This is an optimization exercise on Yosys and OpenROAD, whose aim is small area, not a production implementation. The RTL was checked by simulation tests, not by an equivalence proof against the original design. No activity file was given, so power comes from the tool's default toggle rates. No driver is modelled on the clock port, so clocking that relies on it looks cheaper here than on a real chip.

`flow/config.mk`:
```
export PLATFORM = sky130hd
export DESIGN_NAME = real_mem_to_reg
export DESIGN_NICKNAME = real_mem_to_reg
export VERILOG_FILES = /design/flow/design.v
export SDC_FILE = /design/flow/constraint.sdc
export NUM_CORES = 4
export LEC_CHECK = 0
export CAP_MARGIN = 10
export CORE_MARGIN = 2
export CORE_UTILIZATION = 60
export GPL_TIMING_DRIVEN = 0
export SLEW_MARGIN = 10
export SYNTH_HIERARCHICAL = 1
export SYNTH_MINIMUM_KEEP_SIZE = 0
```
`flow/standard.sh`:
```
#!/bin/bash
# synth_recipe.tcl (not shown) runs the flow's synth.tcl, then flattens the netlist and writes it again
# the make line also repeats each setting of config.mk as NAME=value (left out here)
make -C /OpenROAD-flow-scripts/flow DESIGN_CONFIG=/design/flow/config.mk WORK_HOME=/design/flow/orfs CLKGATE_MAP_FILE= SYNTH_SCRIPT=/design/flow/synth_recipe.tcl "${@:-finish}"
```
`flow/design.v`:
```
module rmr_o22ai (input logic a1, a2, b1, b2, output logic y);
    assign y = ~((a1 | a2) & (b1 | b2));
endmodule
module rmr_aoi222 (input logic a0, b0, a1, b1, a2, b2, output logic y);
    assign y = ~((a0 & b0) | (a1 & b1) | (a2 & b2));
endmodule
module rmr_nand4 (input logic a, b, c, d, output logic y);
    assign y = ~(a & b & c & d);
endmodule
module rmr_nand3 (input logic a, b, c, output logic y);
    assign y = ~(a & b & c);
endmodule
module rmr_nand2 (input logic a, b, output logic y);
    assign y = ~(a & b);
endmodule
module rmr_or4 (input logic a, b, c, d, output logic y);
    assign y = a | b | c | d;
endmodule
module rmr_or3 (input logic a, b, c, output logic y);
    assign y = a | b | c;
endmodule
module rmr_or2 (input logic a, b, output logic y);
    assign y = a | b;
endmodule
module rmr_inv (input logic a, output logic y);
    assign y = ~a;
endmodule
module rmr_and2 (input logic a, b, output logic y);
    assign y = a & b;
endmodule
module rmr_and3 (input logic a, b, c, output logic y);
    assign y = a & b & c;
endmodule
module rmr_xor2 (input logic a, b, output logic y);
    assign y = a ^ b;
endmodule
module rmr_xnor2 (input logic a, b, output logic y);
    assign y = ~(a ^ b);
endmodule
module rmr_sel128 (input logic [127:0] sel, input logic [127:0] d, input logic extra, output logic y);
    logic [43:0] n1;
    logic [10:0] p2;
    logic [2:0]  p3;
    for (genvar g = 0; g < 42; g++) begin : g_l1
        rmr_aoi222 u (.a0(sel[3*g]), .b0(d[3*g]), .a1(sel[3*g+1]), .b1(d[3*g+1]),
                      .a2(sel[3*g+2]), .b2(d[3*g+2]), .y(n1[g]));
    end
    rmr_nand2 u_l1_126 (.a(sel[126]), .b(d[126]), .y(n1[42]));
    rmr_nand2 u_l1_127 (.a(sel[127]), .b(d[127]), .y(n1[43]));
    for (genvar g = 0; g < 11; g++) begin : g_l2
        rmr_nand4 u (.a(n1[4*g]), .b(n1[4*g+1]), .c(n1[4*g+2]), .d(n1[4*g+3]), .y(p2[g]));
    end
    rmr_or4 u_l3_0 (.a(p2[0]), .b(p2[1]), .c(p2[2]), .d(p2[3]), .y(p3[0]));
    rmr_or4 u_l3_1 (.a(p2[4]), .b(p2[5]), .c(p2[6]), .d(p2[7]), .y(p3[1]));
    rmr_or3 u_l3_2 (.a(p2[8]), .b(p2[9]), .c(p2[10]), .y(p3[2]));
    rmr_or4 u_l4 (.a(p3[0]), .b(p3[1]), .c(p3[2]), .d(extra), .y(y));
endmodule
module rmr_sel16 (input logic [15:0] sel, input logic [15:0] d, output logic y);
    logic [5:0] n1;
    logic [1:0] p2;
    for (genvar g = 0; g < 5; g++) begin : g_l1
        rmr_aoi222 u (.a0(sel[3*g]), .b0(d[3*g]), .a1(sel[3*g+1]), .b1(d[3*g+1]),
                      .a2(sel[3*g+2]), .b2(d[3*g+2]), .y(n1[g]));
    end
    rmr_nand2 u_l1_last (.a(sel[15]), .b(d[15]), .y(n1[5]));
    rmr_nand3 u_l2_0 (.a(n1[0]), .b(n1[1]), .c(n1[2]), .y(p2[0]));
    rmr_nand3 u_l2_1 (.a(n1[3]), .b(n1[4]), .c(n1[5]), .y(p2[1]));
    rmr_or2 u_l3 (.a(p2[0]), .b(p2[1]), .y(y));
endmodule
module rmr_or128 (input logic [127:0] a, output logic y);
    logic [31:0] o1;
    logic [7:0]  o2;
    logic [1:0]  o3;
    for (genvar g = 0; g < 32; g++) begin : g_l1
        rmr_or4 u (.a(a[4*g]), .b(a[4*g+1]), .c(a[4*g+2]), .d(a[4*g+3]), .y(o1[g]));
    end
    for (genvar g = 0; g < 8; g++) begin : g_l2
        rmr_or4 u (.a(o1[4*g]), .b(o1[4*g+1]), .c(o1[4*g+2]), .d(o1[4*g+3]), .y(o2[g]));
    end
    rmr_or4 u_l3_0 (.a(o2[0]), .b(o2[1]), .c(o2[2]), .d(o2[3]), .y(o3[0]));
    rmr_or4 u_l3_1 (.a(o2[4]), .b(o2[5]), .c(o2[6]), .d(o2[7]), .y(o3[1]));
    rmr_or2 u_l4 (.a(o3[0]), .b(o3[1]), .y(y));
endmodule
module rmr_or16 (input logic [15:0] a, output logic y);
    logic [3:0] o1;
    for (genvar g = 0; g < 4; g++) begin : g_l1
        rmr_or4 u (.a(a[4*g]), .b(a[4*g+1]), .c(a[4*g+2]), .d(a[4*g+3]), .y(o1[g]));
    end
    rmr_or4 u_l2 (.a(o1[0]), .b(o1[1]), .c(o1[2]), .d(o1[3]), .y(y));
endmodule
module real_mem_to_reg #(
    parameter int DATA_W = 16,
    parameter int MEM_AW = 7,
    parameter int REG_AW = 4
) (
    input  logic              CLK,
    input  logic              RESET_N,
    input  logic [DATA_W-1:0] AData,
    input  logic              MemWrite,
    input  logic [DATA_W-1:0] MemData,
    input  logic              IRWrite,
    input  logic [DATA_W-1:0] IRData,
    input  logic              RegWrite,
    output logic [DATA_W-1:0] AccOut
);
    localparam int MEM_DEPTH = 2 ** MEM_AW;
    localparam int REG_DEPTH = 2 ** REG_AW;
    logic                             phase;
    logic [REG_AW-1:0]                ir;
    logic [MEM_DEPTH-1:0][DATA_W-1:0] mem;
    logic [MEM_DEPTH-1:0]             mem_vld;
    logic [REG_DEPTH-1:0][DATA_W-1:0] regs;
    logic [REG_DEPTH-1:0]             reg_vld;
    logic [MEM_AW-1:0] mem_addr;
    assign mem_addr = AData[MEM_AW-1:0];
    logic [7:0]  lo, lo_we;
    logic [15:0] hi;
    logic [3:0]  ir_lo, ir_lo_we, ir_hi;
    always_comb begin
        for (int l = 0; l < 8; l++) begin
            lo[l]    = mem_addr[2:0] == 3'(l);
            lo_we[l] = MemWrite && mem_addr[2:0] == 3'(l);
        end
        for (int h = 0; h < 16; h++) begin
            hi[h] = mem_addr[6:3] == 4'(h);
        end
        for (int k = 0; k < 4; k++) begin
            ir_lo[k]    = ir[1:0] == 2'(k);
            ir_lo_we[k] = RegWrite && ir[1:0] == 2'(k);
            ir_hi[k]    = ir[3:2] == 2'(k);
        end
    end
    logic [MEM_DEPTH-1:0] mem_we, mem_we_n, mem_vld_d, mem_sel;
    for (genvar i = 0; i < MEM_DEPTH; i++) begin : g_mword
        rmr_nand2 u_wen (.a(lo_we[i%8]), .b(hi[i/8]), .y(mem_we_n[i]));
        rmr_inv   u_we  (.a(mem_we_n[i]), .y(mem_we[i]));
        rmr_or2   u_vld (.a(mem_vld[i]), .b(mem_we[i]), .y(mem_vld_d[i]));
        rmr_and3  u_sel (.a(lo[i%8]), .b(hi[i/8]), .c(mem_vld[i]), .y(mem_sel[i]));
    end
    logic [REG_DEPTH-1:0] reg_we, reg_we_n, reg_vld_d, reg_sel;
    for (genvar j = 0; j < REG_DEPTH; j++) begin : g_rword
        rmr_nand2 u_wen (.a(ir_lo_we[j%4]), .b(ir_hi[j/4]), .y(reg_we_n[j]));
        rmr_inv   u_we  (.a(reg_we_n[j]), .y(reg_we[j]));
        rmr_or2   u_vld (.a(reg_vld[j]), .b(reg_we[j]), .y(reg_vld_d[j]));
        rmr_and3  u_sel (.a(ir_lo[j%4]), .b(ir_hi[j/4]), .c(reg_vld[j]), .y(reg_sel[j]));
    end
    logic mem_hit, reg_hit, mem_miss_fill, acc_flip;
    rmr_or128 u_mhit (.a(mem_sel), .y(mem_hit));
    rmr_or16  u_rhit (.a(reg_sel), .y(reg_hit));
    assign mem_miss_fill = phase & ~mem_hit;
    rmr_and2 u_flip (.a(phase), .b(reg_hit), .y(acc_flip));
    logic [DATA_W-1:0] reg_line, mem_line_n;
    logic [DATA_W-1:0][MEM_DEPTH/16-1:0] mem_line;
    logic [MEM_DEPTH-1:0][DATA_W-1:0] mem_d;
    logic [REG_DEPTH-1:0][DATA_W-1:0] regs_d;
    for (genvar b = 0; b < DATA_W; b++) begin : g_bit
        logic [MEM_DEPTH-1:0] mcol;
        logic [REG_DEPTH-1:0] rcol;
        logic                 racc;
        for (genvar i = 0; i < MEM_DEPTH; i++) begin : g_mc
            assign mcol[i] = mem[i][b];
            rmr_o22ai u_nx (.a1(mem[i][b]), .a2(mem_we[i]), .b1(mem_we_n[i]), .b2(mem_line[b][i/16]),
                            .y(mem_d[i][b]));
        end
        for (genvar j = 0; j < REG_DEPTH; j++) begin : g_rc
            assign rcol[j] = regs[j][b];
            rmr_o22ai u_nx (.a1(regs[j][b]), .a2(reg_we[j]), .b1(reg_we_n[j]), .b2(reg_line[b]),
                            .y(regs_d[j][b]));
        end
        rmr_xnor2  u_mline (.a(MemData[b]), .b(phase), .y(mem_line_n[b]));
        for (genvar k = 0; k < MEM_DEPTH / 16; k++) begin : g_ml
            rmr_inv u_mldrv (.a(mem_line_n[b]), .y(mem_line[b][k]));
        end
        rmr_sel128 u_mrd (.sel(mem_sel), .d(mcol), .extra(mem_miss_fill), .y(reg_line[b]));
        rmr_sel16  u_rrd (.sel(reg_sel), .d(rcol), .y(racc));
        rmr_xor2   u_acc (.a(racc), .b(acc_flip), .y(AccOut[b]));
    end
    always_ff @(posedge CLK or negedge RESET_N) begin
        if (!RESET_N) begin
            phase <= 1'b0;
        end else begin
            phase <= ~phase;
        end
    end
    always_ff @(posedge CLK or negedge RESET_N) begin
        if (!RESET_N) begin
            ir <= '0;
        end else if (IRWrite) begin
            ir <= IRData[REG_AW-1:0];
        end
    end
    always_ff @(posedge CLK or negedge RESET_N) begin
        if (!RESET_N) begin
            mem_vld <= '0;
            reg_vld <= '0;
        end else begin
            mem_vld <= mem_vld_d;
            reg_vld <= reg_vld_d;
        end
    end
    always_ff @(posedge CLK) begin
        mem  <= mem_d;
        regs <= regs_d;
    end
endmodule
```
`flow/constraint.sdc`:
```
create_clock -name core_clock -period 8.0 [get_ports {CLK}]
set_input_delay 1.6000 -clock core_clock [delete_from_list [all_inputs] [get_ports {CLK}]]
set_output_delay 1.6000 -clock core_clock [all_outputs]
set_load 0.01 [all_outputs]
```
`flow/flow/run.sh`:
```
#!/bin/bash
# Standard layout, with clock tree synthesis run without dummy loads.
set -euo pipefail
export CTS_ARGS="-sink_clustering_enable -repair_clock_nets -dont_use_dummy_load -sink_clustering_size 25 -sink_clustering_max_diameter 100 -buf_list {sky130_fd_sc_hd__clkbuf_8 sky130_fd_sc_hd__clkbuf_16}"
bash standard.sh > standard_make.log 2>&1
```
==> results.rst, run 1 <==
.. list-table::
   :header-rows: 1

   * - Metric
     - Value
   * - Critical path data arrival time
     - around 7700 ps
   * - Largest net degree at the start of global routing
     - 66
   * - Post-CTS Resized
     - 0
   * - Run status
     - timing/DRC/antenna clean
   * - Number of buffers between clock root and the deepest sink
     - 3
   * - Clock latency on the worst-skew pair
     - roughly 760 ps
   * - Global routing usage on met1
     - 0.5864
   * - Total clock buffers created by CTS
     - between 100 and 150
   * - Synth unique cells
     - 31
   * - Via count of the first global-routing pass
     - just over 60,000
   * - Global-route wire length before repair
     - 418,600 µm
   * - Storage element area
     - about 50,000 µm²
   * - GR met3 Demand/Resource
     - 0.1133
   * - Post-Synthesis Mean Instance Area
     - 11.73 µm²
   * - Total of hold buffers inserted after clock tree synthesis
     - 0
   * - Vertical extent of the die
     - ~370 µm
   * - Clock root cell
     - clkbuf_16
   * - Input/output buffers
     - 47
   * - Final setup violation count
     - 0
   * - Peak ir drop on the vdd network
     - 0.2171 mV
   * - Layout Skew
     - 48.21 ps
   * - Hold WC Path Type
     - reg2reg
   * - Number of DRC markers after the initial detailed-route iteration
     - about 14,000
   * - Wirelength per Cell
     - around 34 µm
   * - Clock-pin transition on the worst setup and hold timing paths
     - ~100 ps
   * - CTS tree
     - yes
   * - Number of nets at the end of the flow
     - 6,938
   * - Worst hold stages
     - 1
   * - Final hold slack
     - around 450 ps
   * - Max Freq
     - ~140 MHz
   * - Worst setup slack before clock tree synthesis
     - 428.0 ps
   * - Relative contribution of combinational cells to total power
     - 0.105
   * - Startpoint of the worst register-to-register path
     - mem_vld[117]
   * - Synthesis-to-finish area growth
     - 8.048%
   * - Peak-usage layer in the global routing report
     - met2
   * - Number of warning messages in the yosys log
     - 7
   * - Fill count
     - 10,320
   * - Worst setup margin
     - 903.4 ps
   * - Post-place instance area
     - around 82,000 µm²
   * - H-tree Lvls
     - 3
   * - DRC violations left
     - 0
   * - Number of antenna violations at the first check in global routing
     - 34
   * - Main area contributors after synthesis
     - dfxtp_1 (59%), o22ai_1 (18%), a222oi_1 (9.6%), dfrtp_1 (4.8%), nand4_1 (1.4%)
   * - Worst slew margin relative to its limit
     - 0.1000
   * - Switch share
     - 0.2536
   * - Register-to-Register Setup Slack
     - between 2000 and 3000 ps
   * - Yosys top cell area share
     - 0.5883
   * - Post-detailed-placement half-perimeter wirelength
     - between 150,000 and 200,000 µm
   * - Final wirelength
     - 292,400 µm
   * - Number of cells produced by synthesis
     - 6,687
   * - Worst min-delay path endpoint
     - mem[1889]
   * - Design Area, Final
     - around 85,000 µm²
   * - Count of cells along the worst register-to-register path
     - 8
   * - Max-cap violation count
     - 0
   * - Global routing usage summed across all routing layers
     - 0.4173
   * - P_sw
     - between 6000 and 7000 µW
   * - Post-Synthesis Net Count
     - roughly 6,700
   * - Internal power of the cells
     - between 15,000 and 20,000 µW
   * - Fraction of power consumed by the clock network
     - 0.258
   * - Max FO, Critical Path
     - 17
   * - Combined area of the multi-input logic cells
     - roughly 28,000 µm²
   * - Type of origin of the critical path
     - input pin
   * - Number of pins exceeding their max-slew limit in the final report
     - 0
   * - Leakage power
     - about 0.033 µW
   * - Final period util
     - 0.8871
   * - Antenna Violating Nets Remaining
     - 0
   * - Synth area leader
     - dfxtp_1
   * - Global Route met2 Usage
     - 0.5937
   * - Placeable core region
     - 129,600 µm²
   * - Clk sinks
     - between 2,000 and 2,500
   * - Post-layout min period
     - 7097 ps
   * - Synth Cell Area
     - ~80,000 µm²
   * - Gpl congestion
     - 0.9575
   * - DRT Pass-1 Iters
     - 8
   * - Share of post-route cells with drive strength above 1
     - 0.02920
   * - Endpoint of the worst register-to-register path
     - regs[218]
   * - Vias
     - between 60,000 and 70,000
   * - Die footprint
     - around 130,000 µm²
   * - Die boundary width
     - between 300 and 400 µm
   * - HP Start
     - mem[1889]
   * - Fin. Hold Viols
     - 0
   * - Number of rows created at floorplan
     - approximately 130
   * - RSZ-0062 raised after global routing
     - false
   * - Starting utilization of the core area
     - 0.6047
   * - Endpoint type of the worst setup path
     - register
   * - Data required time at the worst endpoint
     - approximately 8600 ps
   * - Post-CTS setup buffer count
     - 0
   * - Fraction of the yosys area taken by sequential cells
     - 0.6358
   * - Crit Path Category
     - in2reg
   * - Seq pwr share
     - 0.637
   * - Ratio of total power to cell area
     - ~280 nW/µm²
   * - Actual slew at the worst max-slew pin
     - between 1000 and 1500 ps
   * - Total overflow reported by the global router
     - 0
   * - Vias/cell
     - ~8.0
   * - Seq cells post-synth
     - approximately 2,500
   * - Number of primary I/O pins
     - 69
-- Yosys stat by module, one instance, submodules excluded, excerpt --
module           times used  cells  flip-flops and latches  area [µm²]
rmr_xor2                 16      1                       0       8.758
rmr_nand2               192      1                       0       3.754
rmr_nand3                32      1                       0       5.005
rmr_inv                 272      1                       0       3.754
rmr_nand4               176      1                       0       6.256
rmr_or3                  16      1                       0       6.256
rmr_or4                  95      1                       0       7.507
rmr_xnor2                16      1                       0       8.758
rmr_o22ai              2304      1                       0       6.256
rmr_or2                 161      1                       0       6.256
rmr_and3                144      1                       0       6.256
real_mem_to_reg           1   2510                    2453       50450
rmr_aoi222              752      1                       0       10.01
rmr_and2                  1      1                       0       6.256
-- through the flow --
stage / cells / total power (µW) / util / TNS, ps
global route: 8629 / 24560 / 0.6526 / 0
global placement: 8476 / 17590 / 0.6252 / -1026060
finish: 8672 / 23810 / 0.6534 / 0
CTS: 8625 / 23690 / 0.6525 / 0
floorplan: 6687 / 16740 / - / 0
detailed placement: 8517 / 17820 / 0.6316 / 0
-- cell usage in the layout, fill, tap and decap left out, types with 19 or more instances in the layout --
cell,Yosys,final
o22ai_1,2304,2304
dfxtp_1,2304,2304
a222oi_1,752,752
inv_1,273,273
nand2_1,192,192
nand4_1,176,176
or2_1,161,161
dfrtp_1,149,148
and3_1,146,145
clkbuf_16,0,108
or4_1,95,95
diode_2,0,47
clkdlybuf4s50_1,0,46
nand3_1,32,32
buf_6,5,19
-- synthesized netlist by cell type, drive strengths merged --
library cell,n
dfxtp,2304
o22ai,2304
a222oi,752
inv,273
nand2,192
nand4,176
or2,161
dfrtp,149
and3,146
or4,95
nand3,32
or3,16
xnor2,16
xor2,16
and4bb,9
and4b,7
buf,7
and3b,5
nor2b,5
nor4b,5
mux2,4
nor3b,4
and2,3
and4,2
nor2,2
nor3,1
nor4,1
-- sequential cells by signal, indices dropped and copies added, names as in the netlist --
| register | flops |
|---|---|
| mem | 2048 |
| regs | 256 |
| mem_vld | 128 |
| reg_vld | 16 |
| ir | 4 |
| phase | 1 |
-- per-layer routing --
metal  share of wire  wire length [µm]
met2            0.43            124400
met5         0.00076               222
met1            0.39            113400
met4           0.057             16550
met3            0.13             37780
-- how the worst max path moves through the flow --
| stage | start | endpoint | slack (ps) | depth (start not counted) |
|---|---|---|---|---|
| 3_3_place_gp | RESET_N | mem_vld[75] | -2870 | 1 |
| 5_1_grt | AData[2] | regs[39] | 910 | 12 |
| 3_5_place_dp | AData[0] | regs[199] | 430 | 12 |
| 6_report | AData[2] | regs[218] | 900 | 12 |
| 4_1_cts | AData[0] | regs[7] | 1200 | 12 |
| 2_1_floorplan | AData[2] | regs[0] | 2850 | 10 |
-- cells by family (layout without fill, tap and decap cells) --
group           after synthesis  count (layout)  share of synthesized area
compound gates             3056            3056                     0.2798
other cells                   0              47                          0
buf+inv                     280             476                    0.01398
xor+xnor                     32              32                   0.003575
flops                      2453            2453                     0.6358
simple gates                862             862                    0.06619
mux                           4               4                  0.0005745
-- worst max-delay path, stage by stage --
cell,delay (ps)
clkdlybuf4s50_1,590
buf_4,290
and3_2,410
buf_16,260
and3_1,440
or4_1,670
or4_1,730
or4_1,660
or2_1,320
nor2b_1,570
or4_1,800
o22ai_1,240
-- power by group through the flow --
| stage | clock, µW | sequential [µW] | combinational, µW |
|---|---|---|---|
| global placement | 0 | 15300 | 2290 |
| finish | 6140 | 15200 | 2510 |
| detailed placement | 0 | 15400 | 2440 |
| global route | 6550 | 15400 | 2660 |
| floorplan | 0 | 15100 | 1620 |
| CTS | 6140 | 15100 | 2440 |
-- layout make-up --
| class | count | share of cell area |
|---|---|---|
| flip-flops and latches | 2453 | 0.5885 |
| multi-input cells | 3954 | 0.3262 |
| clock buffers | 108 | 0.03190 |
| well taps | 1742 | 0.02573 |
| repair buffers | 88 | 0.01338 |
| inverters | 273 | 0.01210 |
| diodes | 47 | 0.001388 |
| plain buffers | 7 | 0.0008419 |
==> run 2: changes to the inputs <==
==> flow/flow/run.sh (replaced) <==
#!/bin/bash
# Standard layout, with clock tree synthesis run without dummy loads and the smallest buffer on each port.
set -euo pipefail
export CTS_ARGS="-sink_clustering_enable -repair_clock_nets -dont_use_dummy_load -sink_clustering_size 30 -sink_clustering_max_diameter 100 -buf_list {sky130_fd_sc_hd__clkbuf_8 sky130_fd_sc_hd__clkbuf_16}"
export BUFFER_PORTS_ARGS="-buffer_cell sky130_fd_sc_hd__buf_1"
bash standard.sh > standard_make.log 2>&1
==> run 2 against run 1 <==
Against the previous run:
- hold slack worse by 0.78 ps
- largest power group unchanged
- largest cell class unchanged
- highest routed layer unchanged
- synthesized cell count is the same
- critical path depth unchanged
- fmax up 4.4%
- critical endpoint is now regs[199]
- clock skew decreased by 16 ps
- sequential power about the same
- first-iteration DRC count is 1.8% lower
- clock-buffer cell count shrank 17
- clock power shrank 7.2%
==> results.rst, run 2 <==
.. list-table::
   :header-rows: 1

   * - Metric
     - Value
   * - DRC violations left
     - 0 (unchanged)
   * - Total clock buffers created by CTS
     - 91 (-16%)
   * - Seq pwr share
     - 0.652 (+0.015)
   * - Final hold slack
     - 445.7 ps (-0.7840 ps)
   * - Peak ir drop on the vdd network
     - 0.2170 mV (about the same)
   * - CTS tree
     - yes
   * - Final setup violation count
     - 0 (unchanged)
   * - Synth area leader
     - dfxtp_1
   * - HP Start
     - mem[1857]
   * - Die boundary width
     - 365.5 µm (unchanged)
   * - Worst slew margin relative to its limit
     - 0.07783 (-0.02217)
   * - Die footprint
     - 133,600 µm² (unchanged)
   * - Final Non-Filler Cells
     - 8,646 (-0.30%)
   * - RSZ-0062 raised after global routing
     - false
   * - Fraction of the yosys area taken by sequential cells
     - 0.6358 (unchanged)
   * - Fin. Hold Viols
     - 0 (unchanged)
   * - Post-Synthesis Net Count
     - 6,740 (unchanged)
   * - Data required time at the worst endpoint
     - 8570 ps (about the same)
   * - Vias
     - 68,580 (-0.92%)
   * - Max-cap violation count
     - 0 (unchanged)
   * - Via count of the first global-routing pass
     - 61,250 (-1.0%)
   * - Hold WC Path Type
     - reg2reg
   * - Fraction of power consumed by the clock network
     - 0.245 (-0.013)
   * - Post-synth ARST share
     - 0.06074 (unchanged)
   * - Clock-pin transition on the worst setup and hold timing paths
     - 110 ps (about the same)
   * - Number of nets at the end of the flow
     - 6,925 (-0.19%)
   * - Synthesis-to-finish area growth
     - 7.156%
   * - Clk sinks
     - 2,453 (unchanged)
   * - Number of cells produced by synthesis
     - 6,687 (unchanged)
   * - Number of rows created at floorplan
     - 132 (unchanged)
   * - Gpl congestion
     - 0.9509 (-0.69%)
   * - Count of cells along the worst register-to-register path
     - 8 (unchanged)
   * - Max FO, Critical Path
     - 17 (unchanged)
   * - Clock root cell
     - clkbuf_16
   * - Starting utilization of the core area
     - 0.6047 (unchanged)
   * - Actual slew at the worst max-slew pin
     - 1383 ps (+33.26 ps)
   * - Placeable core region
     - 129,600 µm² (unchanged)
   * - Register with the most flip-flops
     - mem
   * - Type of origin of the critical path
     - input pin
   * - Layout Skew
     - 32.07 ps (-16.14 ps)
   * - Critical path data arrival time
     - 7360 ps (-300 ps)
   * - Post-CTS Resized
     - 0 (unchanged)
   * - Number of primary I/O pins
     - 69 (unchanged)
   * - DRT Pass-1 Iters
     - 10 (+2)
   * - Crit Path Category
     - in2reg
   * - Main area contributors after synthesis
     - dfxtp_1 (59%), o22ai_1 (18%), a222oi_1 (9.6%), dfrtp_1 (4.8%), nand4_1 (1.4%)
   * - Global-route wire length before repair
     - 414,700 µm (-0.93%)
   * - Final wirelength
     - 290,500 µm (-0.67%)
   * - Register-to-Register Setup Slack
     - 2910 ps (-30 ps)
   * - Number of synthesized flops with an enable pin
     - 0 (unchanged)
   * - Top Registers
     - mem x2048, regs x256, mem_vld x128
   * - Number of buffers between clock root and the deepest sink
     - 3 (unchanged)
   * - Number of antenna violations at the first check in global routing
     - 57 (+68%)
   * - Commonest cells in the synthesized netlist
     - dfxtp_1 (2,304), o22ai_1 (2,304), a222oi_1 (752), inv_1 (273), nand2_1 (192)
   * - Yosys top cell area share
     - 0.5883 (unchanged)
   * - Share of the core filled with cells in the final layout
     - 0.6480 (-0.005394)
   * - Total of hold buffers inserted after clock tree synthesis
     - 0 (unchanged)
   * - Startpoint of the worst register-to-register path
     - mem_vld[113]
   * - Post-Synthesis Mean Instance Area
     - 11.73 µm² (unchanged)
   * - Run status
     - timing/DRC/antenna clean
   * - Number of DRC markers after the initial detailed-route iteration
     - 13,410 (-1.8%)
   * - Endpoint type of the worst setup path
     - register
   * - Global routing usage summed across all routing layers
     - 0.4146 (-0.002706)
   * - Design Area, Final
     - 84,020 µm² (-0.83%)
   * - Synth Cell Area
     - 78,410 µm² (unchanged)
   * - Fin Setup TNS
     - 0 ps (unchanged)
   * - Max FFs per register
     - 2,048 (unchanged)
   * - Number of warning messages in the yosys log
     - 7 (unchanged)
   * - Seq cells post-synth
     - 2,453 (unchanged)
   * - Total overflow reported by the global router
     - 0 (unchanged)
   * - Leakage power
     - 0.03233 µW (-0.95%)
   * - Worst hold stages
     - 1 (unchanged)
   * - Post-layout min period
     - 6797 ps (-299.7 ps)
   * - Antenna Violating Nets Remaining
     - 0 (unchanged)
   * - Post-place instance area
     - 81,650 µm² (-0.29%)
   * - Vertical extent of the die
     - 365.5 µm (unchanged)
   * - Max Freq
     - 147.1 MHz (+4.4%)
   * - Share of post-route cells with drive strength above 1
     - 0.02737 (-0.001837)
   * - Input/output buffers
     - 47 (unchanged)
   * - H-tree Lvls
     - 3 (unchanged)
   * - Worst min-delay path endpoint
     - mem[1857]
   * - Largest net degree at the start of global routing
     - 31 (-53%)
   * - Synth unique cells
     - 31 (unchanged)
   * - Number of instances in the placed design
     - 8,521 (+0.047%)
   * - Final period util
     - 0.8496 (-0.03746)
   * - Relative contribution of combinational cells to total power
     - 0.103 (-0.002)
   * - Number of pins exceeding their max-slew limit in the final report
     - 0 (unchanged)
   * - Switch share
     - 0.2554 (+0.001812)
   * - Wirelength per Cell
     - 33.60 µm (-0.37%)
   * - Internal power of the cells
     - 17,310 µW (-2.6%)
   * - P_sw
     - 5936 µW (-1.7%)
   * - Dominant register cell in the synthesized netlist
     - dfxtp_1
   * - Clock latency on the worst-skew pair
     - 740 ps (-20 ps)
   * - Vias/cell
     - 7.932 (-0.63%)
   * - Commonest non-fill, non-tap cells in the layout
     - o22ai_1 (2,304), dfxtp_1 (2,304), a222oi_1 (752), inv_1 (273), nand2_1 (192)
   * - Ratio of total power to cell area
     - 276.6 nW/µm² (-1.6%)
   * - Post-detailed-placement half-perimeter wirelength
     - 185,000 µm (+0.16%)
   * - Post-CTS setup buffer count
     - 0 (unchanged)
   * - Endpoint of the worst register-to-register path
     - regs[199]
[run 2: power by group through the flow]
stage / sequential [µW] / clock [µW] / combinational, µW
floorplan: 15100 / 0 / 1620
global placement: 15300 / 0 / 2180
detailed placement: 15400 / 0 / 2330
CTS: 15100 / 5710 / 2320
global route: 15400 / 6130 / 2540
finish: 15200 / 5700 / 2380
[run 2: cells by family after synthesis]
group / Yosys count / synth area share
compound gates: 3056 / 0.2798
xor+xnor: 32 / 0.003575
buf+inv: 280 / 0.01398
flops: 2453 / 0.6358
mux: 4 / 0.0005745
simple gates: 862 / 0.06619
[run 2: through the flow]
stage / setup slack [ps] / total power (µW)
after floorplan: 2848 / 16740
after global placement: -4144 / 17480
after detailed placement: 777.1 / 17700
after CTS: 1554 / 23140
after global routing: 1174 / 24020
final: 1203 / 23240
[run 2: worst max-delay path by stage]
stage	from	end	slack, ps	depth (start not counted)
global placement	RESET_N	mem_vld[75]	-4140	1
detailed placement	AData[2]	regs[175]	780	12
finish	AData[2]	regs[199]	1200	12
floorplan	AData[2]	regs[0]	2850	10
global route	AData[2]	regs[150]	1170	12
CTS	AData[2]	regs[199]	1550	12
[run 2: routing by layer]
layer	vias to the layer above	track usage	share of wire
li1	29020	-	-
met1	34400	0.5766	0.39
met2	4387	0.5950	0.43
met3	726	0.1159	0.13
met4	46	0.1991	0.053
met5	-	0.004720	0.0010
[run 2: layout make-up]
type	count	area [µm²]
Antenna cell	34	85.08
Inverter	273	1025
Sequential cell	2453	49850
Tap cell	1742	2180
Multi-Input combinational cell	3954	27630
Buffer	7	71.32
Timing Repair Buffer	92	892.1
Clock buffer	91	2277
Fill cell	10450	45630
[run 2: critical path, cell delays in order]
cell	delay (ps)
buf_1	240
buf_4	270
and3b_2	420
buf_12	260
and3_1	450
or4_1	610
or4_1	690
or4_1	710
or2_1	310
nor2b_1	620
or4_1	880
o22ai_1	220
[run 2: modules after synthesis (local to each module, per instance), excerpt]
module | area (µm²) | copies in the design | flip-flops and latches
rmr_or2 | 6.256 | 161 | 0
rmr_inv | 3.754 | 272 | 0
real_mem_to_reg | 50450 | 1 | 2453
rmr_xor2 | 8.758 | 16 | 0
rmr_o22ai | 6.256 | 2304 | 0
rmr_aoi222 | 10.01 | 752 | 0
rmr_and2 | 6.256 | 1 | 0
==> run 3: changes to the inputs <==
==> flow/flow/run.sh (replaced) <==
#!/bin/bash
# The standard layout (standard.sh), with two changes passed to ORFS through its variables:
# - clock tree synthesis without dummy loads, in clusters of up to 28 flip-flops;
# - the smallest buffer on each input and output port (repair may still resize it).
# The make output goes to standard_make.log; ORFS keeps each step's log under orfs/logs.
set -euo pipefail
export CTS_ARGS="-sink_clustering_enable -repair_clock_nets -dont_use_dummy_load -sink_clustering_size 28 -sink_clustering_max_diameter 100 -buf_list {sky130_fd_sc_hd__clkbuf_8 sky130_fd_sc_hd__clkbuf_16}"
export BUFFER_PORTS_ARGS="-buffer_cell sky130_fd_sc_hd__buf_1"
bash standard.sh > standard_make.log 2>&1
==> run 3 against run 2 <==
Against the previous run:
- global-route usage increased by 0.086 points
- cell count increased by 0.15%
- clock power increased by 3%
- sequential cell count unchanged
- design area increased by 0.20%
- synthesized cell count unchanged
- combinational power about the same
- largest power group unchanged
- register-to-register slack improved by 30 ps
- first-iteration DRC count increased by 1.0%
- synthesized area unchanged
- via count increased by 0.44%
==> results.rst, run 3 <==
.. list-table::
   :header-rows: 1

   * - Metric
     - Value
   * - Vias/cell
     - 7.955 (+0.29%)
   * - Endpoint of the worst register-to-register path
     - regs[200]
   * - Total clock buffers created by CTS
     - 97 (+6.6%)
   * - Max FFs per register
     - 2,048 (unchanged)
   * - Actual slew at the worst max-slew pin
     - 1384 ps (+0.6574 ps)
   * - Max Freq
     - 149.5 MHz (+1.6%)
   * - Vertical extent of the die
     - 365.5 µm (unchanged)
   * - Post-synth ARST share
     - 0.06074 (unchanged)
   * - Final period util
     - 0.8360 (-0.01360)
   * - Post-Synthesis Net Count
     - 6,740 (unchanged)
   * - Seq cells post-synth
     - 2,453 (unchanged)
   * - Number of DRC markers after the initial detailed-route iteration
     - 13,540 (+1.0%)
   * - Starting utilization of the core area
     - 0.6047 (unchanged)
   * - Max-cap violation count
     - 0 (unchanged)
   * - Wirelength per Cell
     - 33.61 µm (about the same)
   * - Type of origin of the critical path
     - input pin
   * - Clock-pin transition on the worst setup and hold timing paths
     - 110 ps (about the same)
   * - Yosys top cell area share
     - 0.5883 (unchanged)
   * - Max FO, Critical Path
     - 17 (unchanged)
   * - Global routing usage summed across all routing layers
     - 0.4155 (+0.0008595)
   * - Post-layout min period
     - 6688 ps (-108.8 ps)
   * - Fin Setup TNS
     - 0 ps (unchanged)
   * - Hold WC Path Type
     - reg2reg
   * - Clock root cell
     - clkbuf_16
   * - Vias
     - 68,880 (+0.44%)
   * - Worst setup slack before clock tree synthesis
     - 777.1 ps (unchanged)
   * - Register-to-Register Setup Slack
     - 2940 ps (+30 ps)
   * - Gpl congestion
     - 0.9509 (unchanged)
   * - Count of cells along the worst register-to-register path
     - 8 (unchanged)
   * - Final hold slack
     - 446.1 ps (+0.4370 ps)
   * - Number of cells produced by synthesis
     - 6,687 (unchanged)
   * - Post-detailed-placement half-perimeter wirelength
     - 185,000 µm (unchanged)
   * - Cells traversed along the worst timing path
     - buf_1 > buf_4 > and3b_2 > buf_12 > and3_1 > or4_1 > or4_1 > or4_1 > or2_1 > nor2b_1 > or4_1 > o22ai_1
   * - Largest net degree at the start of global routing
     - 31 (unchanged)
   * - Via count of the first global-routing pass
     - 61,350 (+0.16%)
   * - Run status
     - timing/DRC/antenna clean
   * - Cell repeated most along the worst path
     - or4_1
   * - Final setup violation count
     - 0 (unchanged)
   * - Worst hold stages
     - 1 (unchanged)
   * - Fraction of the yosys area taken by sequential cells
     - 0.6358 (unchanged)
   * - RSZ-0062 raised after global routing
     - false
   * - Fin. Hold Viols
     - 0 (unchanged)
   * - Crit Path Category
     - in2reg
   * - Post-Synthesis Mean Instance Area
     - 11.73 µm² (unchanged)
   * - Final wirelength
     - 291,000 µm (+0.20%)
   * - Peak ir drop on the vdd network
     - 0.2137 mV (-1.5%)
   * - Worst-path cell with the longest stage delay
     - or4_1
   * - Synthesis-to-finish area growth
     - 7.369%
   * - Register with the most flip-flops
     - mem
   * - Worst path top cell family by delay
     - simple AND/OR/NAND/NOR gates
   * - Number of synthesized flops with an enable pin
     - 0 (unchanged)
   * - HP Start
     - mem[1842]
   * - Total overflow reported by the global router
     - 0 (unchanged)
   * - Number of nets at the end of the flow
     - 6,931 (+0.087%)
   * - Post-CTS setup buffer count
     - 0 (unchanged)
   * - Worst setup margin
     - 1312 ps (+108.8 ps)
   * - Final Non-Filler Cells
     - 8,659 (+0.15%)
   * - Ratio of total power to cell area
     - 278.0 nW/µm² (+0.47%)
   * - Number of instances in the placed design
     - 8,521 (unchanged)
   * - Main area contributors after synthesis
     - dfxtp_1 (59%), o22ai_1 (18%), a222oi_1 (9.6%), dfrtp_1 (4.8%), nand4_1 (1.4%)
   * - Clock latency on the worst-skew pair
     - 770 ps (+30 ps)
   * - Die footprint
     - 133,600 µm² (unchanged)
   * - Antenna Violating Nets Remaining
     - 0 (unchanged)
   * - Critical path data arrival time
     - 7290 ps (-70 ps)
   * - Share of post-route cells with drive strength above 1
     - 0.02821 (+0.0008487)
   * - Startpoint of the worst register-to-register path
     - mem_vld[113]
   * - Number of antenna violations at the first check in global routing
     - 56 (-1.8%)
   * - DRT Pass-1 Iters
     - 11 (+1)
   * - Die boundary width
     - 365.5 µm (unchanged)
   * - Post-CTS Resized
     - 0 (unchanged)
   * - Total of hold buffers inserted after clock tree synthesis
     - 0 (unchanged)
   * - Synth unique cells
     - 31 (unchanged)
   * - Worst min-delay path endpoint
     - mem[1842]
   * - Worst slew margin relative to its limit
     - 0.07739 (-0.0004383)
   * - Input/output buffers
     - 47 (unchanged)
   * - Dominant register cell in the synthesized netlist
     - dfxtp_1
   * - Placeable core region
     - 129,600 µm² (unchanged)
   * - Commonest non-fill, non-tap cells in the layout
     - o22ai_1 (2,304), dfxtp_1 (2,304), a222oi_1 (752), inv_1 (273), nand2_1 (192)
   * - Number of pins exceeding their max-slew limit in the final report
     - 0 (unchanged)
   * - Top Registers
     - mem x2048, regs x256, mem_vld x128
   * - H-tree Lvls
     - 3 (unchanged)
   * - Layout Skew
     - 37.94 ps (+5.869 ps)
   * - Number of buffers between clock root and the deepest sink
     - 3 (unchanged)
   * - Number of primary I/O pins
     - 69 (unchanged)
   * - Clk sinks
     - 2,453 (unchanged)
   * - Number of rows created at floorplan
     - 132 (unchanged)
   * - Endpoint type of the worst setup path
     - register
   * - Commonest cells in the synthesized netlist
     - dfxtp_1 (2,304), o22ai_1 (2,304), a222oi_1 (752), inv_1 (273), nand2_1 (192)
   * - Leakage power
     - 0.03241 µW (+0.23%)
   * - Slowest Stage Delay on Critical Path
     - 840 ps (-40 ps)
   * - Synth Cell Area
     - 78,410 µm² (unchanged)
   * - DRC violations left
     - 0 (unchanged)
   * - Number of warning messages in the yosys log
     - 7 (unchanged)
   * - Buffering stage count on the worst path with inverters included
     - 3 (unchanged)
   * - Global-route wire length before repair
     - 415,700 µm (+0.23%)
   * - Synth area leader
     - dfxtp_1
   * - Data required time at the worst endpoint
     - 8600 ps (+30 ps)
   * - CTS tree
     - yes
==> run 3: logic make-up (layout without fill, tap and decap cells) <==
family | after synthesis | after routing | share of synthesized area
xor+xnor | 32 | 32 | 0.003575
buf+inv | 280 | 469 | 0.01398
flops | 2453 | 2453 | 0.6358
simple gates | 862 | 862 | 0.06619
other cells | 0 | 41 | 0
compound gates | 3056 | 3056 | 0.2798
mux | 4 | 4 | 0.0005745
==> run 3: cell type report <==
cell class	count	area [µm²]
multi-input cells	3954	27630
plain buffers	7	71.32
clock buffers	97	2427
diodes	41	102.6
flip-flops and latches	2453	49850
inverters	273	1025
repair buffers	92	892.1
well taps	1742	2180
fillers	10420	45470
==> run 3: per-layer routing <==
metal,GRT usage,routed length (µm),vias up,part of all wire
met5,0.004720,308,-,0.0011
met4,0.2031,16170,44,0.056
met3,0.1224,38060,788,0.13
met2,0.5919,124300,4601,0.43
met1,0.5761,112200,34450,0.39
li1,-,-,29010,-
==> run 3: Yosys stat by module, one instance, submodules excluded, a selection <==
module | times used | cells | flops+latches | cell area (µm²)
rmr_inv | 272 | 1 | 0 | 3.754
rmr_nand2 | 192 | 1 | 0 | 3.754
real_mem_to_reg | 1 | 2510 | 2453 | 50450
rmr_aoi222 | 752 | 1 | 0 | 10.01
rmr_or4 | 95 | 1 | 0 | 7.507
rmr_xor2 | 16 | 1 | 0 | 8.758
rmr_nand4 | 176 | 1 | 0 | 6.256
rmr_or3 | 16 | 1 | 0 | 6.256
rmr_and2 | 1 | 1 | 0 | 6.256
rmr_or2 | 161 | 1 | 0 | 6.256
rmr_and3 | 144 | 1 | 0 | 6.256
rmr_xnor2 | 16 | 1 | 0 | 8.758
rmr_o22ai | 2304 | 1 | 0 | 6.256
==> run 3: power by group <==
group          switching [µW]  internal, µW  leakage [µW]
clock network            3670          2190       0.00120
logic                    1300          1090       0.00889
registers                 999         14200        0.0223
total                    5970         17400        0.0324
==> run 3: worst max-delay path by stage <==
stage / start / to / slack (ps) / cells past startpoint
5_1_grt: AData[2] / regs[152] / 1220 / 12
4_1_cts: AData[2] / regs[175] / 1580 / 12
3_5_place_dp: AData[2] / regs[175] / 780 / 12
3_3_place_gp: RESET_N / mem_vld[75] / -4140 / 1
6_report: AData[2] / regs[200] / 1310 / 12
2_1_floorplan: AData[2] / regs[0] / 2850 / 10
==> run 3: stage by stage <==
stage | power [µW] | cell area, µm² | utilization
finish | 23400 | 84180 | 0.6493
CTS | 23290 | 84080 | 0.6485
floorplan | 16740 | 78410 | -
global placement | 17480 | 80760 | 0.6229
global route | 24160 | 84110 | 0.6488
detailed placement | 17700 | 81650 | 0.6298
==> run 3: worst register-to-register path, delay by kind of cell, from the launching register on <==
family | cells | cell delay (ps)
flip-flops | 1 | 390
AO/OA/AOI/OAI | 1 | 250
AND/OR/NAND/NOR | 7 | 4260
==> run 4: changes to the inputs <==
--- a/flow/design.v
+++ b/flow/design.v
@@ -150,7 +150,7 @@
     assign mem_miss_fill = phase & ~mem_hit;
     rmr_and2 u_flip (.a(phase), .b(reg_hit), .y(acc_flip));
     logic [DATA_W-1:0] reg_line, mem_line_n;
-    logic [DATA_W-1:0][MEM_DEPTH/16-1:0] mem_line;
+    logic [DATA_W-1:0][MEM_DEPTH/32-1:0] mem_line;
     logic [MEM_DEPTH-1:0][DATA_W-1:0] mem_d;
     logic [REG_DEPTH-1:0][DATA_W-1:0] regs_d;
     for (genvar b = 0; b < DATA_W; b++) begin : g_bit
@@ -159,7 +159,7 @@
         logic                 racc;
         for (genvar i = 0; i < MEM_DEPTH; i++) begin : g_mc
             assign mcol[i] = mem[i][b];
-            rmr_o22ai u_nx (.a1(mem[i][b]), .a2(mem_we[i]), .b1(mem_we_n[i]), .b2(mem_line[b][i/16]),
+            rmr_o22ai u_nx (.a1(mem[i][b]), .a2(mem_we[i]), .b1(mem_we_n[i]), .b2(mem_line[b][i/32]),
                             .y(mem_d[i][b]));
         end
         for (genvar j = 0; j < REG_DEPTH; j++) begin : g_rc
@@ -168,7 +168,7 @@
                             .y(regs_d[j][b]));
         end
         rmr_xnor2  u_mline (.a(MemData[b]), .b(phase), .y(mem_line_n[b]));
-        for (genvar k = 0; k < MEM_DEPTH / 16; k++) begin : g_ml
+        for (genvar k = 0; k < MEM_DEPTH / 32; k++) begin : g_ml
             rmr_inv u_mldrv (.a(mem_line_n[b]), .y(mem_line[b][k]));
         end
         rmr_sel128 u_mrd (.sel(mem_sel), .d(mcol), .extra(mem_miss_fill), .y(reg_line[b]));
==> flow/flow/run.sh (replaced) <==
#!/bin/bash
# The standard layout (standard.sh), with two changes passed to ORFS through its variables:
# - clock tree synthesis without dummy loads, in clusters of up to 30 flip-flops;
# - the smallest buffer on each input and output port (repair may still resize it).
# The make output goes to standard_make.log; ORFS keeps each step's log under orfs/logs.
set -euo pipefail
export CTS_ARGS="-sink_clustering_enable -repair_clock_nets -dont_use_dummy_load -sink_clustering_size 30 -sink_clustering_max_diameter 100 -buf_list {sky130_fd_sc_hd__clkbuf_8 sky130_fd_sc_hd__clkbuf_16}"
export BUFFER_PORTS_ARGS="-buffer_cell sky130_fd_sc_hd__buf_1"
bash standard.sh > standard_make.log 2>&1
==> run 4 against run 3 <==
Against the previous run:
- cell count is 1.0% lower
- total power is 0.60% lower
- hold slack better by 1.1 ps
==> results.rst, run 4 <==
.. list-table::
   :header-rows: 1

   * - Metric
     - Value
   * - Post-layout min period
     - 6628 ps (-60.11 ps)
   * - Global routing usage summed across all routing layers
     - 0.4076 (-0.007850)
   * - RSZ-0062 raised after global routing
     - false
   * - Commonest non-fill, non-tap cells in the layout
     - o22ai_1 (2,304), dfxtp_1 (2,304), a222oi_1 (752), nand2_1 (192), nand4_1 (176)
   * - Clk sinks
     - 2,453 (unchanged)
   * - Number of warning messages in the yosys log
     - 7 (unchanged)
   * - Input/output buffers
     - 47 (unchanged)
   * - Final hold slack
     - 447.2 ps (+1.119 ps)
   * - Endpoint type of the worst setup path
     - register
   * - Post-CTS Resized
     - 0 (unchanged)
   * - Layout Skew
     - 23.18 ps (-14.76 ps)
   * - Commonest cells in the synthesized netlist
     - dfxtp_1 (2,304), o22ai_1 (2,304), a222oi_1 (752), inv_1 (209), nand2_1 (192)
   * - Startpoint of the worst register-to-register path
     - mem_vld[80]
   * - Via count of the first global-routing pass
     - 61,190 (-0.26%)
   * - Critical path data arrival time
     - 7210 ps (-80 ps)
   * - Post-CTS setup buffer count
     - 0 (unchanged)
   * - Die footprint
     - 133,200 µm² (-0.30%)
   * - Post-synth ARST share
     - 0.06074 (unchanged)
   * - Register-to-Register Setup Slack
     - 2890 ps (-50 ps)
   * - Synth Cell Area
     - 78,160 µm² (-0.31%)
   * - Clock root cell
     - clkbuf_16
   * - Final wirelength
     - 285,500 µm (-1.9%)
   * - Vias/cell
     - 7.947 (about the same)
   * - Number of synthesized flops with an enable pin
     - 0 (unchanged)
   * - Fraction of the yosys area taken by sequential cells
     - 0.6378 (+0.001954)
   * - Crit Path Category
     - in2reg
   * - Yosys top cell area share
     - 0.5901 (+0.001808)
   * - Synth area leader
     - dfxtp_1
   * - Share of post-route cells with drive strength above 1
     - 0.03394 (+0.005722)
   * - Gpl congestion
     - 0.9054 (-4.8%)
   * - Total overflow reported by the global router
     - 0 (unchanged)
   * - DRC violations left
     - 0 (unchanged)
   * - Final period util
     - 0.8285 (-0.007514)
   * - Fin. Hold Viols
     - 0 (unchanged)
   * - Seq cells post-synth
     - 2,453 (unchanged)
   * - Total clock buffers created by CTS
     - 91 (-6.2%)
   * - Starting utilization of the core area
     - 0.6044 (about the same)
   * - Max FO, Critical Path
     - 17 (unchanged)
   * - Design Area, Final
     - 83,790 µm² (-0.47%)
   * - Worst min-delay path endpoint
     - mem[1508]
   * - Number of rows created at floorplan
     - 132 (unchanged)
   * - Number of cells produced by synthesis
     - 6,623 (-0.96%)
   * - CTS tree
     - yes
   * - Die boundary width
     - 364.9 µm (-0.15%)
   * - Hold WC Path Type
     - reg2reg
   * - Data required time at the worst endpoint
     - 8580 ps (-20 ps)
   * - Ratio of total power to cell area
     - 277.6 nW/µm² (-0.13%)
   * - Total of hold buffers inserted after clock tree synthesis
     - 0 (unchanged)
   * - Top Registers
     - mem x2048, regs x256, mem_vld x128
   * - Synthesis-to-finish area growth
     - 7.194%
   * - Run status
     - timing/DRC/antenna clean
   * - Vias
     - 68,100 (-1.1%)
   * - Leakage power
     - 0.03189 µW (-1.6%)
   * - Post-Synthesis Mean Instance Area
     - 11.80 µm² (+0.66%)
   * - Max-cap violation count
     - 0 (unchanged)
   * - Actual slew at the worst max-slew pin
     - 1362 ps (-21.48 ps)
   * - Register with the most flip-flops
     - mem
   * - Placeable core region
     - 129,300 µm² (-0.25%)
   * - Number of antenna violations at the first check in global routing
     - 40 (-29%)
   * - Post-detailed-placement half-perimeter wirelength
     - 177,800 µm (-3.9%)
   * - Final setup violation count
     - 0 (unchanged)
   * - Max Freq
     - 150.9 MHz (+0.91%)
   * - Number of primary I/O pins
     - 69 (unchanged)
   * - Worst hold stages
     - 1 (unchanged)
   * - DRT Pass-1 Iters
     - 13 (+2)
   * - Peak ir drop on the vdd network
     - 0.1775 mV (-17%)
   * - Max FFs per register
     - 2,048 (unchanged)
   * - Vertical extent of the die
     - 364.9 µm (-0.15%)
   * - Wirelength per Cell
     - 33.32 µm (-0.87%)
   * - Worst slew margin relative to its limit
     - 0.08518 (+0.007793)
   * - Number of pins exceeding their max-slew limit in the final report
     - 0 (unchanged)
   * - Number of nets at the end of the flow
     - 6,862 (-1.0%)
   * - Post-place instance area
     - 81,450 µm² (-0.25%)
   * - Count of cells along the worst register-to-register path
     - 8 (unchanged)
   * - Dominant register cell in the synthesized netlist
     - dfxtp_1
   * - Share of the core filled with cells in the final layout
     - 0.6479 (-0.001399)
   * - Clock latency on the worst-skew pair
     - 760 ps (about the same)
   * - Number of DRC markers after the initial detailed-route iteration
     - 12,310 (-9.1%)
   * - Global-route wire length before repair
     - 409,600 µm (-1.5%)
   * - Type of origin of the critical path
     - input pin
   * - Largest net degree at the start of global routing
     - 33 (+6.5%)
   * - Number of buffers between clock root and the deepest sink
     - 3 (unchanged)
   * - Post-Synthesis Net Count
     - 6,676 (-0.95%)
   * - H-tree Lvls
     - 3 (unchanged)
   * - Synth unique cells
     - 31 (unchanged)
   * - HP Start
     - mem[1508]
   * - Clock-pin transition on the worst setup and hold timing paths
     - 110 ps (about the same)
   * - Endpoint of the worst register-to-register path
     - regs[163]
   * - Antenna Violating Nets Remaining
     - 0 (unchanged)
   * - Main area contributors after synthesis
     - dfxtp_1 (59%), o22ai_1 (18%), a222oi_1 (9.6%), dfrtp_1 (4.8%), nand4_1 (1.4%)
run 4: final cells by class:
type                       instances  area (µm²)
antenna                           20       50.05
buffer                             7       71.32
clock buffer                      91        2277
fill                           10350       45530
inverter                         209       784.5
multi-input combinational       3954       27510
sequential                      2453       49850
tap                             1742        2180
timing repair buffer              93        1060
run 4: modules after synthesis (local to each module, per instance), excerpt:
module / cells inside / cell area (µm²)
rmr_o22ai: 1 / 6.256
rmr_nand4: 1 / 6.256
rmr_nand2: 1 / 3.754
rmr_nand3: 1 / 5.005
rmr_xor2: 1 / 8.758
rmr_aoi222: 1 / 10.01
real_mem_to_reg: 2510 / 50450
rmr_and3: 1 / 6.256
rmr_or2: 1 / 6.256
rmr_or3: 1 / 6.256
rmr_or4: 1 / 7.507
rmr_xnor2: 1 / 8.758
rmr_and2: 1 / 6.256
rmr_inv: 1 / 3.754
run 4: kinds of logic (layout without fill, tap and decap cells):
family,after synthesis,in the layout,share of synthesized area
AO/OA/AOI/OAI,3056,3056,0.2807
XOR/XNOR,32,32,0.003585
buffers and inverters,216,400,0.01095
other,0,20,0
flip-flops,2453,2453,0.6378
AND/OR/NAND/NOR,862,862,0.06640
multiplexers,4,4,0.0005762
run 4: how the worst max path moves through the flow:
stage,start,end,slack [ps],cells past startpoint
2_1_floorplan,AData[2],regs[0],2850,10
3_3_place_gp,RESET_N,mem_vld[102],-4000,1
3_5_place_dp,AData[1],regs[147],730,13
4_1_cts,AData[2],regs[147],1540,13
5_1_grt,AData[1],regs[94],1270,13
6_report,AData[1],regs[163],1370,13
run 4: worst max-delay path, cell delays in order:
cell	delay [ps]
buf_1	250
buf_4	270
nor3_2	150
buf_6	190
buf_4	200
and3_1	420
or4_1	700
or4_1	720
or4_1	660
or2_1	260
nor2b_1	580
or4_1	960
o22ai_1	210
run 4: power by group:
group | internal (µW) | total [µW] | switching (µW)
Sequential | 14200 | 15200 | 993
Combinational | 1090 | 2410 | 1320
Clock | 2060 | 5700 | 3640
Total | 17300 | 23300 | 5950
run 4: per-stage QoR:
stage          instances  total power (µW)  worst slack [ps]  TNS (ps)
3_5_place_dp        8457             17720             726.8         0
4_1_cts             8548             23150              1541         0
5_1_grt             8551             24010              1270         0
2_1_floorplan       6623             16740              2848         0
6_report            8569             23260              1372         0
3_3_place_gp        8412             17480             -4003   -994930
run 4: layer usage:
layer | up-vias | track usage | part of all wire
met5 | - | 0 | 0.0011
met4 | 42 | 0.1937 | 0.056
met3 | 723 | 0.1030 | 0.12
met2 | 4283 | 0.5891 | 0.43
met1 | 34190 | 0.5718 | 0.39
li1 | 28870 | - | -
==> run 5: changes to the inputs <==
--- a/flow/design.v
+++ b/flow/design.v
@@ -27,6 +27,9 @@
 endmodule
 module rmr_and2 (input logic a, b, output logic y);
     assign y = a & b;
+endmodule
+module rmr_and4 (input logic a, b, c, d, output logic y);
+    assign y = a & b & c & d;
 endmodule
 module rmr_and3 (input logic a, b, c, output logic y);
     assign y = a & b & c;
@@ -113,22 +116,33 @@
     logic [REG_DEPTH-1:0]             reg_vld;
     logic [MEM_AW-1:0] mem_addr;
     assign mem_addr = AData[MEM_AW-1:0];
+    logic [MEM_AW-1:0] a_n;
+    logic [1:0]        ir_lo_n, ir_hi_n;
+    for (genvar k = 0; k < MEM_AW; k++) begin : g_an
+        rmr_inv u (.a(mem_addr[k]), .y(a_n[k]));
+    end
+    for (genvar k = 0; k < 2; k++) begin : g_irn
+        rmr_inv u_lo (.a(ir[k]), .y(ir_lo_n[k]));
+        rmr_inv u_hi (.a(ir[k+2]), .y(ir_hi_n[k]));
+    end
     logic [7:0]  lo, lo_we;
     logic [15:0] hi;
     logic [3:0]  ir_lo, ir_lo_we, ir_hi;
-    always_comb begin
-        for (int l = 0; l < 8; l++) begin
-            lo[l]    = mem_addr[2:0] == 3'(l);
-            lo_we[l] = MemWrite && mem_addr[2:0] == 3'(l);
-        end
-        for (int h = 0; h < 16; h++) begin
-            hi[h] = mem_addr[6:3] == 4'(h);
-        end
-        for (int k = 0; k < 4; k++) begin
-            ir_lo[k]    = ir[1:0] == 2'(k);
-            ir_lo_we[k] = RegWrite && ir[1:0] == 2'(k);
-            ir_hi[k]    = ir[3:2] == 2'(k);
-        end
+    for (genvar l = 0; l < 8; l++) begin : g_lo
+        rmr_and3 u_lo (.a(l[0] ? mem_addr[0] : a_n[0]), .b(l[1] ? mem_addr[1] : a_n[1]),
+                       .c(l[2] ? mem_addr[2] : a_n[2]), .y(lo[l]));
+        rmr_and4 u_we (.a(MemWrite), .b(l[0] ? mem_addr[0] : a_n[0]), .c(l[1] ? mem_addr[1] : a_n[1]),
+                       .d(l[2] ? mem_addr[2] : a_n[2]), .y(lo_we[l]));
+    end
+    for (genvar h = 0; h < 16; h++) begin : g_hi
+        rmr_and4 u_hi (.a(h[0] ? mem_addr[3] : a_n[3]), .b(h[1] ? mem_addr[4] : a_n[4]),
+                       .c(h[2] ? mem_addr[5] : a_n[5]), .d(h[3] ? mem_addr[6] : a_n[6]), .y(hi[h]));
+    end
+    for (genvar k = 0; k < 4; k++) begin : g_irdec
+        rmr_and2 u_lo (.a(k[0] ? ir[0] : ir_lo_n[0]), .b(k[1] ? ir[1] : ir_lo_n[1]), .y(ir_lo[k]));
+        rmr_and3 u_we (.a(RegWrite), .b(k[0] ? ir[0] : ir_lo_n[0]), .c(k[1] ? ir[1] : ir_lo_n[1]),
+                       .y(ir_lo_we[k]));
+        rmr_and2 u_hi (.a(k[0] ? ir[2] : ir_hi_n[0]), .b(k[1] ? ir[3] : ir_hi_n[1]), .y(ir_hi[k]));
     end
     logic [MEM_DEPTH-1:0] mem_we, mem_we_n, mem_vld_d, mem_sel;
     for (genvar i = 0; i < MEM_DEPTH; i++) begin : g_mword
==> run 5 against run 4 <==
Against the previous run:
- clock power hardly changed
- fmax shrank 2.6%
- critical path depth down 2
- design area decreased by 0.30%
- clock skew up 9.9 ps
- register-to-register slack worse by 20 ps
- non-clock buffer count shrank 18
- synthesized area down 0.22%
- worst setup slack worse by 180 ps
- sequential share of layout area grew 0.18 points
- via count increased by 0.59%
- critical endpoint is now regs[243]
==> results.rst, run 5 <==
.. list-table::
   :header-rows: 1

   * - Metric
     - Value
   * - Vias
     - 68,500 (+0.59%)
   * - Worst hold stages
     - 1 (unchanged)
   * - Synth unique cells
     - 18 (-42%)
   * - Design Area, Final
     - 83,530 µm² (-0.30%)
   * - Number of primary I/O pins
     - 69 (unchanged)
   * - Vertical extent of the die
     - 364.5 µm (-0.11%)
   * - Cell repeated most along the worst path
     - or4_1
   * - Top Registers
     - mem x2048, regs x256, mem_vld x128
   * - Post-Synth Adder-Cell Area
     - 0 (unchanged)
   * - Share of synthesized area spent on multiplexers
     - 0.0005775 (+0.000001248)
   * - Total overflow reported by the global router
     - 0 (unchanged)
   * - Max-cap violation count
     - 0 (unchanged)
   * - Post-layout min period
     - 6806 ps (+177.8 ps)
   * - Synthesis-to-finish area growth
     - 7.100% (about the same)
   * - Vias/cell
     - 7.991 (+0.54%)
   * - Post-CTS setup buffer count
     - 0 (unchanged)
   * - Commonest non-fill, non-tap cells in the layout
     - o22ai_1 (2,304), dfxtp_1 (2,304), a222oi_1 (752), nand2_1 (192), nand4_1 (176)
   * - Post-place instance area
     - 81,180 µm² (-0.33%)
   * - Max FO, Critical Path
     - 17 (unchanged)
   * - DRC violations left
     - 0 (unchanged)
   * - Number of synthesized flops with an enable pin
     - 0 (unchanged)
   * - Post-CTS Resized
     - 0 (unchanged)
   * - Share of post-route cells with drive strength above 1
     - 0.02985 (-0.004083)
   * - Number of DRC markers after the initial detailed-route iteration
     - 13,510 (+9.8%)
   * - Fin Setup TNS
     - 0 ps (unchanged)
   * - Main area contributors after synthesis
     - dfxtp_1 (59%), o22ai_1 (18%), a222oi_1 (9.7%), dfrtp_1 (4.8%), nand4_1 (1.4%)
   * - Fraction of the yosys area taken by sequential cells
     - 0.6392 (+0.001381)
   * - Fin. Hold Viols
     - 0 (unchanged)
   * - Number of warning messages in the yosys log
     - 7 (unchanged)
   * - Post-synth ARST share
     - 0.06074 (unchanged)
   * - Worst-path cell with the longest stage delay
     - or4_1
   * - Wirelength per Cell
     - 33.20 µm (-0.35%)
   * - RSZ-0062 raised after global routing
     - false
   * - Placeable core region
     - 129,300 µm² (unchanged)
   * - Largest net degree at the start of global routing
     - 33 (unchanged)
   * - Crit Path Category
     - in2reg
   * - Synth area leader
     - dfxtp_1
   * - Antenna Violating Nets Remaining
     - 0 (unchanged)
   * - Run status
     - timing/DRC/antenna clean
   * - Peak ir drop on the vdd network
     - 0.2122 mV (+20%)
   * - Gpl congestion
     - 0.9146 (+1.0%)
   * - Cells traversed along the worst timing path
     - buf_1 > inv_1 > and4_1 > and3_1 > or4_1 > or4_1 > or4_1 > or2_1 > nor2b_1 > or4_1 > o22ai_1
   * - Data required time at the worst endpoint
     - 8570 ps (about the same)
   * - Dominant register cell in the synthesized netlist
     - dfxtp_1
   * - Synthesized-area fraction occupied by xor and xnor cells
     - 0.003593 (+0.000007765)
   * - Starting utilization of the core area
     - 0.6031 (-0.001306)
   * - Worst slew margin relative to its limit
     - 0.1420 (+0.05684)
   * - Ratio of total power to cell area
     - 278.2 nW/µm² (+0.21%)
   * - Fill count
     - 10,310 (-0.42%)
   * - Synth Cell Area
     - 78,000 µm² (-0.22%)
   * - Commonest cells in the synthesized netlist
     - dfxtp_1 (2,304), o22ai_1 (2,304), a222oi_1 (752), inv_1 (220), nand2_1 (192)
   * - Count of cells along the worst register-to-register path
     - 8 (unchanged)
   * - Number of antenna violations at the first check in global routing
     - 52 (+30%)
   * - Post-detailed-placement half-perimeter wirelength
     - 177,300 µm (-0.26%)
   * - Total of hold buffers inserted after clock tree synthesis
     - 0 (unchanged)
   * - Seq cells post-synth
     - 2,453 (unchanged)
   * - CTS tree
     - yes
   * - Layout Skew
     - 33.08 ps (+9.900 ps)
   * - Slowest Stage Delay on Critical Path
     - 910 ps (-50 ps)
   * - Die boundary width
     - 364.5 µm (-0.11%)
   * - Max FFs per register
     - 2,048 (unchanged)
   * - Endpoint type of the worst setup path
     - register
   * - Number of instances in the placed design
     - 8,451 (-0.071%)
   * - Input/output buffers
     - 47 (unchanged)
   * - Register with the most flip-flops
     - mem
   * - Hold WC Path Type
     - reg2reg
   * - H-tree Lvls
     - 3 (unchanged)
   * - Final hold slack
     - 448.2 ps (+0.9910 ps)
   * - Final period util
     - 0.8507 (+0.02223)
   * - Synth Area in Simple Gates
     - 0.06476 (-0.001637)
   * - Clock latency on the worst-skew pair
     - 760 ps (about the same)
   * - Clock root cell
     - clkbuf_16
   * - Number of cells produced by synthesis
     - 6,627 (+0.060%)
   * - Leakage power
     - 0.03181 µW (-0.27%)
   * - Final wirelength
     - 284,700 µm (-0.30%)
   * - Clock-pin transition on the worst setup and hold timing paths
     - 100 ps (about the same)
   * - Clk sinks
     - 2,453 (unchanged)
   * - Global-route wire length before repair
     - 408,800 µm (-0.20%)
   * - Main combinational cell family by area after synthesis
     - compound AO/OA/AOI/OAI gates
   * - Number of nets at the end of the flow
     - 6,855 (-0.10%)
   * - Number of rows created at floorplan
     - 132 (unchanged)
   * - Final Non-Filler Cells
     - 8,573 (+0.047%)
   * - Complex-gate fraction of the synthesized area
     - 0.2813 (+0.0006079)
   * - Max Freq
     - 146.9 MHz (-2.6%)
   * - Number of pins exceeding their max-slew limit in the final report
     - 0 (unchanged)
   * - Combined area of the multi-input logic cells
     - 27,340 µm² (-0.63%)
   * - Storage element area
     - 49,850 µm² (about the same)
   * - Actual slew at the worst max-slew pin
     - 1279 ps (-83.37 ps)
   * - Type of origin of the critical path
     - input pin
   * - DRT Pass-1 Iters
     - 12 (-1)
   * - Number of buffers between clock root and the deepest sink
     - 3 (unchanged)
   * - Die footprint
     - 132,900 µm² (-0.21%)
   * - Global routing usage summed across all routing layers
     - 0.4072 (-0.0004296)
   * - Critical path data arrival time
     - 7370 ps (+160 ps)
   * - Yosys top cell area share
     - 0.5914 (+0.001278)
   * - Final setup violation count
     - 0 (unchanged)
   * - Post-Synthesis Net Count
     - 6,680 (+0.060%)
   * - Total clock buffers created by CTS
     - 91 (unchanged)
   * - Via count of the first global-routing pass
     - 60,440 (-1.2%)
   * - Post-Synthesis Mean Instance Area
     - 11.77 µm² (-0.28%)
## run 5: layout make-up
cell class / count / share of cell area
Sequential cell: 2453 / 0.5968
Multi-Input combinational cell: 3954 / 0.3273
Clock buffer: 91 / 0.02726
Tap cell: 1742 / 0.02609
Timing Repair Buffer: 82 / 0.01177
Inverter: 220 / 0.009886
Antenna cell: 31 / 0.0009287
## run 5: worst paths after layout
kind                                  start     endpoint  slack (ps)
worst max-delay path               AData[3]    regs[243]        1190
worst min-delay path              mem[1524]    mem[1524]         450
worst max register to register  mem_vld[68]    regs[243]        2870
worst min register to register    mem[1524]    mem[1524]         450
max in group asynchronous           RESET_N        ir[2]        6180
min in group asynchronous           RESET_N  mem_vld[85]         880
## run 5: Yosys stat by module (local to each module, per instance), excerpt
module	cells inside	cell area, µm²	copies in the design	flops+latches
rmr_inv	1	3.754	219	0
rmr_nand2	1	3.754	192	0
rmr_nand3	1	5.005	32	0
rmr_or2	1	6.256	161	0
rmr_aoi222	1	10.01	752	0
rmr_xor2	1	8.758	16	0
rmr_or4	1	7.507	95	0
rmr_nand4	1	6.256	176	0
## run 5: logic make-up after synthesis
family	after synthesis
flip-flops	2453
XOR/XNOR	32
AO/OA/AOI/OAI	3056
buffers and inverters	220
multiplexers	4
AND/OR/NAND/NOR	862
## run 5: per-stage QoR
stage / utilization / setup slack (ps) / power, µW
5_1_grt: 0.6455 / 1084 / 24020
6_report: 0.6460 / 1194 / 23240
2_1_floorplan: - / 2888 / 16730
3_5_place_dp: 0.6277 / 603.0 / 17690
4_1_cts: 0.6454 / 1397 / 23130
3_3_place_gp: 0.6213 / -3993 / 17460
## run 5: critical path, delay by kind of cell
family | cells | cell delay (ps)
AND/OR/NAND/NOR | 8 | 4990
buffers and inverters | 2 | 520
AO/OA/AOI/OAI | 1 | 210
## run 5: metal layers
layer,track usage,share of wire,up-vias
li1,-,-,28860
met1,0.5813,0.40,34510
met2,0.5844,0.43,4430
met3,0.1065,0.12,668
met4,0.1717,0.048,28
met5,0,0.00064,-
## run 5: power breakdown
part | switching, µW | internal (µW) | leakage [µW]
clock | 3640 | 2060 | 0.00112
sequential | 992 | 14200 | 0.0223
combinational | 1310 | 1080 | 0.00836
total | 5930 | 17300 | 0.0318

==> port drivers added, routing unchanged <==
The results above use ideal ports. As a check the final layouts listed here were re-extracted and re-timed, cells and wires unchanged.
Step 1 sets driving cells, clkbuf_16 on the clock port and buf_2 on the other inputs (assumed; they add their load-dependent delay and slew).
Step 2, shift: input delay + t, output delay - t, t = (earliest + latest rising clock arrival at the registers) / 2. This alone moves slack from input paths to output paths.
Three values: ideal ports, drivers, drivers and shift; two values: the first two.
| run | t (ns) | setup slack, ns | hold slack, ns | worst data-port slew with drivers (ns) |
|---|---|---|---|---|
| run 1 | 0.817 | 0.903 / 0.926 / 0.109 | 0.446 / 0.446 / 0.446 | 0.19 |
| run 2 | 0.809 | 1.203 / 1.234 / 0.425 | 0.446 / 0.446 / 0.446 | 0.21 |
| run 3 | 0.828 | 1.312 / 1.335 / 0.507 | 0.446 / 0.446 / 0.446 | 0.21 |
| run 4 | 0.841 | 1.372 / 1.409 / 0.568 | 0.447 / 0.447 / 0.447 | 0.24 |
| run 5 | 0.819 | 1.194 / 1.069 / 0.250 | 0.448 / 0.448 / 0.448 | 0.24 |
After both steps setup and hold are still met in every run listed. The setup slack of run 5, which loses most, moves by -0.125 ns with the drivers and by -0.944 ns with both steps.
